Source: an optimization exercise on an open RTL-to-GDS flow (aim: small area, a short achievable clock period and few clock cycles per item). Production flows keep margins and buffers that such runs may drop.
The RTL was checked by simulation tests, not by an equivalence proof against the original design.
Power figures rest on the tool's default switching activity, not on a simulated workload.

`flow/config.mk`:
```
export PLATFORM = sky130hd
export DESIGN_NAME = oct_normal_encoder_unit
export DESIGN_NICKNAME = oct_normal_encoder_unit
export VERILOG_FILES = /design/flow/design.v
export SDC_FILE = /design/flow/constraint.sdc
export NUM_CORES = 4
export LEC_CHECK = 0
export CAP_MARGIN = 20
export CORE_MARGIN = 2
export CORE_UTILIZATION = 40
export SLEW_MARGIN = 20
```
`flow/constraint.sdc`:
```
create_clock -name core_clock -period 7.5 [get_ports {clock}]
set_input_delay 1.5000 -clock core_clock [delete_from_list [all_inputs] [get_ports {clock}]]
set_output_delay 1.5000 -clock core_clock [all_outputs]
set_load 0.01 [all_outputs]
```
`flow/design.v`:
```
package onu_pkg;
   localparam int RANGE_W = 16;
   localparam int ENC_W   = 16;
   localparam int CSR_DATA_W = 32;
   localparam int CSR_ADDR_W = 3;
   localparam logic [0:0] REG_RANGE_MAX = 1'b0;
   localparam logic [RANGE_W-1:0] RANGE_MAX_RESET = 16'd255;
   typedef struct packed {
      logic neg_x;
      logic neg_y;
      logic neg_z;
      logic zero;
   } onu_flags_type;
endpackage
module onu_front #(
   parameter int COMP_BITS = 16
) (
   input  logic                          clock,
   input  logic                          reset,
   input  logic                          in_valid,
   output logic                          in_ready,
   input  logic signed [COMP_BITS-1:0]   comp_x,
   input  logic signed [COMP_BITS-1:0]   comp_y,
   input  logic signed [COMP_BITS-1:0]   comp_z,
   output logic                          out_valid,
   input  logic                          out_ready,
   output onu_pkg::onu_flags_type        out_flags,
   output logic [COMP_BITS:0]            out_sum,
   output logic [COMP_BITS-1:0]          out_mag_x,
   output logic [COMP_BITS-1:0]          out_mag_y
);
   localparam int SUM_W = COMP_BITS + 1;
   logic                   valid_ff;
   logic                   valid_in;
   logic                   load;
   onu_pkg::onu_flags_type flags_ff;
   onu_pkg::onu_flags_type flags_in;
   logic [SUM_W-1:0]       sum_ff;
   logic [SUM_W-1:0]       sum_in;
   logic [COMP_BITS-1:0]   mag_x_ff;
   logic [COMP_BITS-1:0]   mag_x_in;
   logic [COMP_BITS-1:0]   mag_y_ff;
   logic [COMP_BITS-1:0]   mag_y_in;
   logic [COMP_BITS-1:0]   mag_z;
   assign in_ready = !valid_ff || out_ready;
   assign load     = in_valid && in_ready;
   assign valid_in = in_ready ? in_valid : valid_ff;
   assign mag_x_in = comp_x[COMP_BITS-1] ? (~$unsigned(comp_x) + COMP_BITS'(1))
                                         : $unsigned(comp_x);
   assign mag_y_in = comp_y[COMP_BITS-1] ? (~$unsigned(comp_y) + COMP_BITS'(1))
                                         : $unsigned(comp_y);
   assign mag_z    = comp_z[COMP_BITS-1] ? (~$unsigned(comp_z) + COMP_BITS'(1))
                                         : $unsigned(comp_z);
   assign sum_in = SUM_W'(mag_x_in) + SUM_W'(mag_y_in) + SUM_W'(mag_z);
   always_comb begin
      flags_in.neg_x = comp_x[COMP_BITS-1];
      flags_in.neg_y = comp_y[COMP_BITS-1];
      flags_in.neg_z = comp_z[COMP_BITS-1];
      flags_in.zero  = (comp_x == '0) && (comp_y == '0) && (comp_z == '0);
   end
   always_ff @(posedge clock) begin
      if (reset) begin
         valid_ff <= 1'b0;
      end else begin
         valid_ff <= valid_in;
      end
   end
   always_ff @(posedge clock) begin
      if (load) begin
         flags_ff <= flags_in;
         sum_ff   <= sum_in;
         mag_x_ff <= mag_x_in;
         mag_y_ff <= mag_y_in;
      end
   end
   assign out_valid = valid_ff;
   assign out_flags = flags_ff;
   assign out_sum   = sum_ff;
   assign out_mag_x = mag_x_ff;
   assign out_mag_y = mag_y_ff;
endmodule
module onu_div_step #(
   parameter int COMP_BITS = 16,
   parameter bit FIRST     = 1'b0
) (
   input  logic                      clock,
   input  logic                      reset,
   input  logic                      in_valid,
   output logic                      in_ready,
   input  onu_pkg::onu_flags_type    in_flags,
   input  logic [COMP_BITS:0]        in_sum,
   input  logic [COMP_BITS:0]        in_rem_x,
   input  logic [COMP_BITS:0]        in_rem_y,
   input  logic [COMP_BITS-1:0]      in_quo_x,
   input  logic [COMP_BITS-1:0]      in_quo_y,
   output logic                      out_valid,
   input  logic                      out_ready,
   output onu_pkg::onu_flags_type    out_flags,
   output logic [COMP_BITS:0]        out_sum,
   output logic [COMP_BITS:0]        out_rem_x,
   output logic [COMP_BITS:0]        out_rem_y,
   output logic [COMP_BITS-1:0]      out_quo_x,
   output logic [COMP_BITS-1:0]      out_quo_y
);
   localparam int SUM_W = COMP_BITS + 1;
   logic                   valid_ff;
   logic                   valid_in;
   logic                   load;
   onu_pkg::onu_flags_type flags_ff;
   logic [SUM_W-1:0]       sum_ff;
   logic [SUM_W-1:0]       rem_x_ff;
   logic [SUM_W-1:0]       rem_x_in;
   logic [SUM_W-1:0]       rem_y_ff;
   logic [SUM_W-1:0]       rem_y_in;
   logic [COMP_BITS-1:0]   quo_x_ff;
   logic [COMP_BITS-1:0]   quo_x_in;
   logic [COMP_BITS-1:0]   quo_y_ff;
   logic [COMP_BITS-1:0]   quo_y_in;
   logic [SUM_W:0]         sh_x;
   logic [SUM_W:0]         sh_y;
   logic [SUM_W:0]         diff_x;
   logic [SUM_W:0]         diff_y;
   logic                   bit_x;
   logic                   bit_y;
   assign in_ready = !valid_ff || out_ready;
   assign load     = in_valid && in_ready;
   assign valid_in = in_ready ? in_valid : valid_ff;
   assign sh_x = FIRST ? {1'b0, in_rem_x} : {in_rem_x, 1'b0};
   assign sh_y = FIRST ? {1'b0, in_rem_y} : {in_rem_y, 1'b0};
   assign diff_x = sh_x - {1'b0, in_sum};
   assign diff_y = sh_y - {1'b0, in_sum};
   assign bit_x  = !diff_x[SUM_W];
   assign bit_y  = !diff_y[SUM_W];
   assign rem_x_in = bit_x ? diff_x[SUM_W-1:0] : sh_x[SUM_W-1:0];
   assign rem_y_in = bit_y ? diff_y[SUM_W-1:0] : sh_y[SUM_W-1:0];
   assign quo_x_in = {in_quo_x[COMP_BITS-2:0], bit_x};
   assign quo_y_in = {in_quo_y[COMP_BITS-2:0], bit_y};
   always_ff @(posedge clock) begin
      if (reset) begin
         valid_ff <= 1'b0;
      end else begin
         valid_ff <= valid_in;
      end
   end
   always_ff @(posedge clock) begin
      if (load) begin
         flags_ff <= in_flags;
         sum_ff   <= in_sum;
         rem_x_ff <= rem_x_in;
         rem_y_ff <= rem_y_in;
         quo_x_ff <= quo_x_in;
         quo_y_ff <= quo_y_in;
      end
   end
   assign out_valid = valid_ff;
   assign out_flags = flags_ff;
   assign out_sum   = sum_ff;
   assign out_rem_x = rem_x_ff;
   assign out_rem_y = rem_y_ff;
   assign out_quo_x = quo_x_ff;
   assign out_quo_y = quo_y_ff;
endmodule
module onu_quant #(
   parameter int COMP_BITS = 16
) (
   input  logic                              clock,
   input  logic                              reset,
   input  logic                              in_valid,
   output logic                              in_ready,
   input  onu_pkg::onu_flags_type            in_flags,
   input  logic [COMP_BITS-1:0]              in_quo_x,
   input  logic [COMP_BITS-1:0]              in_quo_y,
   input  logic [onu_pkg::RANGE_W-1:0]       range_max,
   output logic                              out_valid,
   input  logic                              out_ready,
   output logic [onu_pkg::ENC_W-1:0]         out_enc_x,
   output logic [onu_pkg::ENC_W-1:0]         out_enc_y,
   output logic                              out_zero
);
   localparam int BIAS_W = COMP_BITS + 1;
   localparam int PROD_W = BIAS_W + onu_pkg::RANGE_W;
   localparam logic [BIAS_W-1:0] ONE = BIAS_W'(1) << (COMP_BITS - 1);
   localparam logic [BIAS_W-1:0] TWO = BIAS_W'(1) << COMP_BITS;
   logic                 v1_ff;
   logic                 rdy1;
   logic                 zero1_ff;
   logic [BIAS_W-1:0]    bx_ff;
   logic [BIAS_W-1:0]    bx_in;
   logic [BIAS_W-1:0]    by_ff;
   logic [BIAS_W-1:0]    by_in;
   logic [BIAS_W-1:0]    qx;
   logic [BIAS_W-1:0]    qy;
   logic                 v2_ff;
   logic                 rdy2;
   logic                 zero2_ff;
   logic [PROD_W-1:0]    px_ff;
   logic [PROD_W-1:0]    py_ff;
   logic                 v3_ff;
   logic                 rdy3;
   logic                 zero3_ff;
   logic [PROD_W-1:0]    rx;
   logic [PROD_W-1:0]    ry;
   logic [onu_pkg::ENC_W-1:0] ex_ff;
   logic [onu_pkg::ENC_W-1:0] ex_in;
   logic [onu_pkg::ENC_W-1:0] ey_ff;
   logic [onu_pkg::ENC_W-1:0] ey_in;
   assign rdy3     = !v3_ff || out_ready;
   assign rdy2     = !v2_ff || rdy3;
   assign rdy1     = !v1_ff || rdy2;
   assign in_ready = rdy1;
   assign qx = BIAS_W'(in_quo_x);
   assign qy = BIAS_W'(in_quo_y);
   always_comb begin
      if (in_flags.neg_z) begin
         bx_in = in_flags.neg_x ? qy : (TWO - qy);
         by_in = in_flags.neg_y ? qx : (TWO - qx);
      end else begin
         bx_in = in_flags.neg_x ? (ONE - qx) : (ONE + qx);
         by_in = in_flags.neg_y ? (ONE - qy) : (ONE + qy);
      end
   end
   assign rx    = px_ff + PROD_W'(ONE);
   assign ry    = py_ff + PROD_W'(ONE);
   assign ex_in = zero2_ff ? '0 : rx[COMP_BITS +: onu_pkg::ENC_W];
   assign ey_in = zero2_ff ? '0 : ry[COMP_BITS +: onu_pkg::ENC_W];
   always_ff @(posedge clock) begin
      if (reset) begin
         v1_ff <= 1'b0;
         v2_ff <= 1'b0;
         v3_ff <= 1'b0;
      end else begin
         if (rdy1) begin
            v1_ff <= in_valid;
         end
         if (rdy2) begin
            v2_ff <= v1_ff;
         end
         if (rdy3) begin
            v3_ff <= v2_ff;
         end
      end
   end
   always_ff @(posedge clock) begin
      if (in_valid && rdy1) begin
         bx_ff    <= bx_in;
         by_ff    <= by_in;
         zero1_ff <= in_flags.zero;
      end
      if (v1_ff && rdy2) begin
         px_ff    <= PROD_W'(bx_ff) * PROD_W'(range_max);
         py_ff    <= PROD_W'(by_ff) * PROD_W'(range_max);
         zero2_ff <= zero1_ff;
      end
      if (v2_ff && rdy3) begin
         ex_ff    <= ex_in;
         ey_ff    <= ey_in;
         zero3_ff <= zero2_ff;
      end
   end
   assign out_valid = v3_ff;
   assign out_enc_x = ex_ff;
   assign out_enc_y = ey_ff;
   assign out_zero  = zero3_ff;
endmodule
module oct_normal_encoder_unit #(
   parameter int COMP_BITS = 16
) (
   input  logic                                clock,
   input  logic                                reset,
   input  logic                                req_valid,
   output logic                                req_ready,
   input  logic signed [COMP_BITS-1:0]         req_comp_x,
   input  logic signed [COMP_BITS-1:0]         req_comp_y,
   input  logic signed [COMP_BITS-1:0]         req_comp_z,
   output logic                                rsp_valid,
   input  logic                                rsp_ready,
   output logic [onu_pkg::ENC_W-1:0]           rsp_enc_x,
   output logic [onu_pkg::ENC_W-1:0]           rsp_enc_y,
   output logic                                rsp_zero_vector,
   input  logic                                csr_psel,
   input  logic                                csr_penable,
   input  logic                                csr_pwrite,
   input  logic [onu_pkg::CSR_ADDR_W-1:0]      csr_paddr,
   input  logic [onu_pkg::CSR_DATA_W-1:0]      csr_pwdata,
   output logic [onu_pkg::CSR_DATA_W-1:0]      csr_prdata,
   output logic                                csr_pready
);
   localparam int SUM_W = COMP_BITS + 1;
   localparam int NDIV  = COMP_BITS;    
   logic [onu_pkg::RANGE_W-1:0] range_max_ff;
   logic [onu_pkg::RANGE_W-1:0] range_max_in;
   logic                        csr_write;
   logic                        csr_sel_range;
   assign csr_sel_range = (csr_paddr[onu_pkg::CSR_ADDR_W-1] == onu_pkg::REG_RANGE_MAX);
   assign csr_write     = csr_psel && csr_penable && csr_pwrite && csr_pready;
   assign csr_pready    = 1'b1;
   assign range_max_in = (csr_write && csr_sel_range)
                         ? csr_pwdata[onu_pkg::RANGE_W-1:0] : range_max_ff;
   always_ff @(posedge clock) begin
      if (reset) begin
         range_max_ff <= onu_pkg::RANGE_MAX_RESET;
      end else begin
         range_max_ff <= range_max_in;
      end
   end
   assign csr_prdata = csr_sel_range ? onu_pkg::CSR_DATA_W'(range_max_ff) : '0;
   logic                   d_valid [0:NDIV];
   logic                   d_ready [0:NDIV];
   logic [3:0]             d_flags [0:NDIV];    
   logic [SUM_W-1:0]       d_sum   [0:NDIV];
   logic [SUM_W-1:0]       d_rem_x [0:NDIV];
   logic [SUM_W-1:0]       d_rem_y [0:NDIV];
   logic [COMP_BITS-1:0]   d_quo_x [0:NDIV];
   logic [COMP_BITS-1:0]   d_quo_y [0:NDIV];
   logic [COMP_BITS-1:0]   mag_x;
   logic [COMP_BITS-1:0]   mag_y;
   onu_front #(
      .COMP_BITS (COMP_BITS)
   ) u_front (
      .clock     (clock),
      .reset     (reset),
      .in_valid  (req_valid),
      .in_ready  (req_ready),
      .comp_x    (req_comp_x),
      .comp_y    (req_comp_y),
      .comp_z    (req_comp_z),
      .out_valid (d_valid[0]),
      .out_ready (d_ready[0]),
      .out_flags (d_flags[0]),
      .out_sum   (d_sum[0]),
      .out_mag_x (mag_x),
      .out_mag_y (mag_y)
   );
   assign d_rem_x[0] = SUM_W'(mag_x);
   assign d_rem_y[0] = SUM_W'(mag_y);
   assign d_quo_x[0] = '0;
   assign d_quo_y[0] = '0;
   for (genvar i = 0; i < NDIV; i++) begin : g_div
      onu_div_step #(
         .COMP_BITS (COMP_BITS),
         .FIRST     (i == 0)
      ) u_step (
         .clock     (clock),
         .reset     (reset),
         .in_valid  (d_valid[i]),
         .in_ready  (d_ready[i]),
         .in_flags  (d_flags[i]),
         .in_sum    (d_sum[i]),
         .in_rem_x  (d_rem_x[i]),
         .in_rem_y  (d_rem_y[i]),
         .in_quo_x  (d_quo_x[i]),
         .in_quo_y  (d_quo_y[i]),
         .out_valid (d_valid[i+1]),
         .out_ready (d_ready[i+1]),
         .out_flags (d_flags[i+1]),
         .out_sum   (d_sum[i+1]),
         .out_rem_x (d_rem_x[i+1]),
         .out_rem_y (d_rem_y[i+1]),
         .out_quo_x (d_quo_x[i+1]),
         .out_quo_y (d_quo_y[i+1])
      );
   end
   onu_quant #(
      .COMP_BITS (COMP_BITS)
   ) u_quant (
      .clock     (clock),
      .reset     (reset),
      .in_valid  (d_valid[NDIV]),
      .in_ready  (d_ready[NDIV]),
      .in_flags  (d_flags[NDIV]),
      .in_quo_x  (d_quo_x[NDIV]),
      .in_quo_y  (d_quo_y[NDIV]),
      .range_max (range_max_ff),
      .out_valid (rsp_valid),
      .out_ready (rsp_ready),
      .out_enc_x (rsp_enc_x),
      .out_enc_y (rsp_enc_y),
      .out_zero  (rsp_zero_vector)
   );
   logic unused_tail;
   assign unused_tail = ^{d_rem_x[NDIV], d_rem_y[NDIV], d_sum[NDIV]};
endmodule
```
`flow/run.sh`:
```
#!/bin/bash
# synth_recipe.tcl (not shown) runs the flow's synth.tcl, then flattens the netlist and writes it again
# the make line also repeats each setting of config.mk as NAME=value (left out here)
make -C /OpenROAD-flow-scripts/flow DESIGN_CONFIG=/design/flow/config.mk WORK_HOME=/design/flow/orfs CLKGATE_MAP_FILE= SYNTH_SCRIPT=/design/flow/synth_recipe.tcl finish
```
==> results.json <==
{
  "route.detailed.drc": 0,
  "async_flop_share_pct": 0,
  "regArea_um2": 38470,
  "crit_path_max_fanout": 6,
  "synth_top_area_share_pct": 42.42,
  "seq_area_frac_synth_pct": 43.23,
  "grt_busiest_layer": "met2",
  "pwr_density_cell_nw_per_um2": 195.0,
  "grt.met2_usage_pct": 30.77,
  "holdWs_ns": 0.3941,
  "cts.repair.resized": 0,
  "gp_congestion": 0.8733,
  "ys_types": 74,
  "ir_worst_vdd_uv": 198.1,
  "antenna_found_initial": 3,
  "wl_per_cell_um": 17.17,
  "worstSetupPathType": "in -> out",
  "hold_viol_final": 0,
  "final_area_um2": 99460,
  "grt_usage_pct": 17.04,
  "rows": 173,
  "drtIter0Drc": 3334,
  "avgSynthCellArea_um2": 11.33,
  "maxSlewViolCount": 0,
  "critPathCaptureType": "output pin",
  "use_met1_pct": 20.83,
  "cts_tree": "yes",
  "drt_wl_total_um": 191300,
  "start_kind": "input port",
  "leakagePower_nw": 40.16,
  "cts_buffers": 146,
  "min_period_over_period_pct": 94.82,
  "dpl_cell_area_um2": 94370,
  "drive_above_1_share_pct": 10.54,
  "power_mw": 19.40,
  "start_util_pct": 40.14,
  "syn-cell-area_um2": 88980,
  "finalSetupTns_ns": 0,
  "synth-edff-count": 1257,
  "clkLatencyLatePin_ns": 0.80,
  "grt_overflow_total": 0,
  "hpwlAfterDp_um": 147900,
  "maxCapViolCount": 0,
  "fp.dieH_um": 475.6,
  "post-cts-setup-buffers": 0,
  "rsz0062_at_grt": "no",
  "multi_input_area_um2": 46990,
  "fin_util_pct": 44.87,
  "numClockSinks": 1293,
  "nFillCells": 20393,
  "num_vias": 57559,
  "fmax_mhz": 140.6,
  "cts_max_level": 4,
  "dr.pass1.iters": 6,
  "worstPathRequired_ns": 6.00,
  "vias_per_cell": 5.165,
  "fp.dieW_um": 475.6,
  "synth_cells": 7852,
  "max_slew_margin_pct": 29.56,
  "die-area_um2": 226200,
  "yosysMostFrequentCell": "edfxtp_1",
  "clock_path_buffers": 3,
  "finClkSkew_ns": 0.05563,
  "synth_flop_cell": "edfxtp_1",
  "area_growth_pct": 11.78,
  "grt_pass1_vias": 59669,
  "grt_util_met3_pct": 2.780,
  "yosysTopAreaCell": "edfxtp_1",
  "postCtsHoldBufs": 0,
  "tightestPinTransition_ns": 1.055,
  "ant_nets": 0,
  "status": "timing/DRC/antenna clean",
  "worstHoldPathType": "reg -> reg",
  "ys_warn_count": 17,
  "synth_commonest_cells": "edfxtp_1 (1,257), inv_1 (884), ha_1 (730)",
  "synthTopCellsByArea": "edfxtp_1 (42%), fa_1 (10%), ha_1 (10%)",
  "grt_pass1_wl_um": 311400,
  "ys_seq_elements": 1293,
  "io_buffers": 122,
  "nets": 9326,
  "grt_max_degree": 71,
  "cp_data_arrival_time_ns": 5.61,
  "fin_crit_ns": 7.111,
  "ioPinCount": 158,
  "final-setup-viol-count": 0,
  "clk_pin_slew_worst_paths_ns": 0.06,
  "core_um2": 221700,
  "cts-root-buf": "clkbuf_16"
}
[report_power, final]
part | total, mW | leakage (nW) | switching, mW | internal [mW]
Combinational | 3.88 | 26.0 | 2.13 | 1.74
Clock | 7.27 | 2.37 | 3.07 | 4.21
Sequential | 8.25 | 11.8 | 0.108 | 8.14
[metrics by stage]
| stage | setup slack [ns] | instances |
|---|---|---|
| finish | 0.3886 | 11144 |
| global route | 0.1023 | 11144 |
| CTS | 0.3387 | 11140 |
| detailed placement | 0.3827 | 10871 |
| global placement | 0.4076 | 10869 |
| floorplan | 1.044 | 7867 |
[cell usage in the layout (no fill, tap or decap), drive strengths merged, types with 45 or more instances in the layout]
master and instances:
buf 95, nor3 112, o21a 122, nand2 622, clkinv 59, nor2 444, edfxtp 1257, o31ai 45
xor2 138, clkbuf 175, a31oi 54, nand3 148, mux2 436, xnor2 421, a21oi 356, clkdlybuf4s50 121
nor2b 116, and3 50, a21o 118, o21ai 258, or3 55, inv 892, nand2b 50, and2 284
fa 459, ha 730
[cell families (layout without fill, tap and decap cells)]
family	after synthesis	count (layout)	synth area share, %
simple gates	2004	2004	10.95
flops	1293	1293	43.23
compound gates	1256	1256	9.070
fa+ha+maj	1189	1189	20.59
buf+inv	1069	1370	4.605
xor+xnor	559	559	5.502
mux	480	480	6.041
other cells	2	18	0.008440
[final cells by class]
class,instances,area share [%]
diodes,1,0.002516
flip-flops and latches,1293,38.67
inverters,885,3.340
well taps,2975,3.742
clock inverters,94,1.155
multi-input cells,5505,47.24
repair buffers,216,2.022
clock buffers,175,3.823
[worst max-delay path, stage by stage]
cell             delay (ns)
clkdlybuf4s50_1        0.42
and4b_1                0.58
and4_1                 0.37
nand2_1                0.14
nor3_1                 0.41
and2_1                 0.37
and3_1                 0.38
and3_1                 0.47
nand3_1                0.38
clkdlybuf4s50_1        0.60
[sequential cells by signal, indices dropped and copies added, names as in the netlist, 4 cells and up]
register	count
u_front.mag_y_ff	16
u_front.sum_ff	17
u_quant.ex_ff	16
u_quant.px_ff	17
g_div.u_step.quo_x_ff	136
u_quant.bx_ff	17
u_front.mag_x_ff	16
u_front.flags_ff	4
g_div.u_step.sum_ff	255
range_max_ff	16
u_quant.py_ff	17
g_div.u_step.quo_y_ff	136
u_quant.ey_ff	16
g_div.u_step.rem_y_ff	255
g_div.u_step.flags_ff	64
g_div.u_step.rem_x_ff	255
u_quant.by_ff	17
g_div.u_step.valid_ff	16
[layer usage]
metal,routed length [µm],vias to the layer above
met5,0,-
met3,8285,291
met4,4642,0
met1,81120,28184
li1,-,27953
met2,97300,1131
[worst paths after layout]
kind / from / end / slack [ns] / depth (start not counted)
max: rsp_ready / req_ready / 0.39 / 10
min: g_div[10].u_step.quo_y_ff[7]$_DFFE_PP_ / g_div[11].u_step.quo_y_ff[8]$_DFFE_PP_ / 0.39 / 0
max reg2reg: u_quant.by_ff[2]$_DFFE_PP_ / u_quant.py_ff[31]$_DFFE_PP_ / 0.58 / 20
min reg2reg: g_div[10].u_step.quo_y_ff[7]$_DFFE_PP_ / g_div[11].u_step.quo_y_ff[8]$_DFFE_PP_ / 0.39 / 0
Testbench counts, summed over its fixed seeds: cycles 16,160, items 16,000.

what the ideal ports hide:
No port has a modelled driver above. Below, the same layout with a new extraction and two added sets of constraints. Step 1, drivers: a clkbuf_16 drives clock and a buf_2 each remaining input, both assumed. Step 2 times the ports against the registers' clock, not the clock port: input delays grow and output delays shrink by t, the midpoint of the rising clock arrivals with the driver on. Three values: ideal ports, drivers, drivers and shift; two values: the first two.
t (ns): 0.869
slack for setup (ns): 0.389 / 0.366 / 0.366
worst setup path after step 2: input to output
clock arrival spread, ns: 0.070 / 0.070
cell pins on the clock port's net: 1
After both steps setup and hold are still met in this run. For this run, drivers alone change the setup slack by -0.023 ns; drivers and shift together by -0.023 ns.
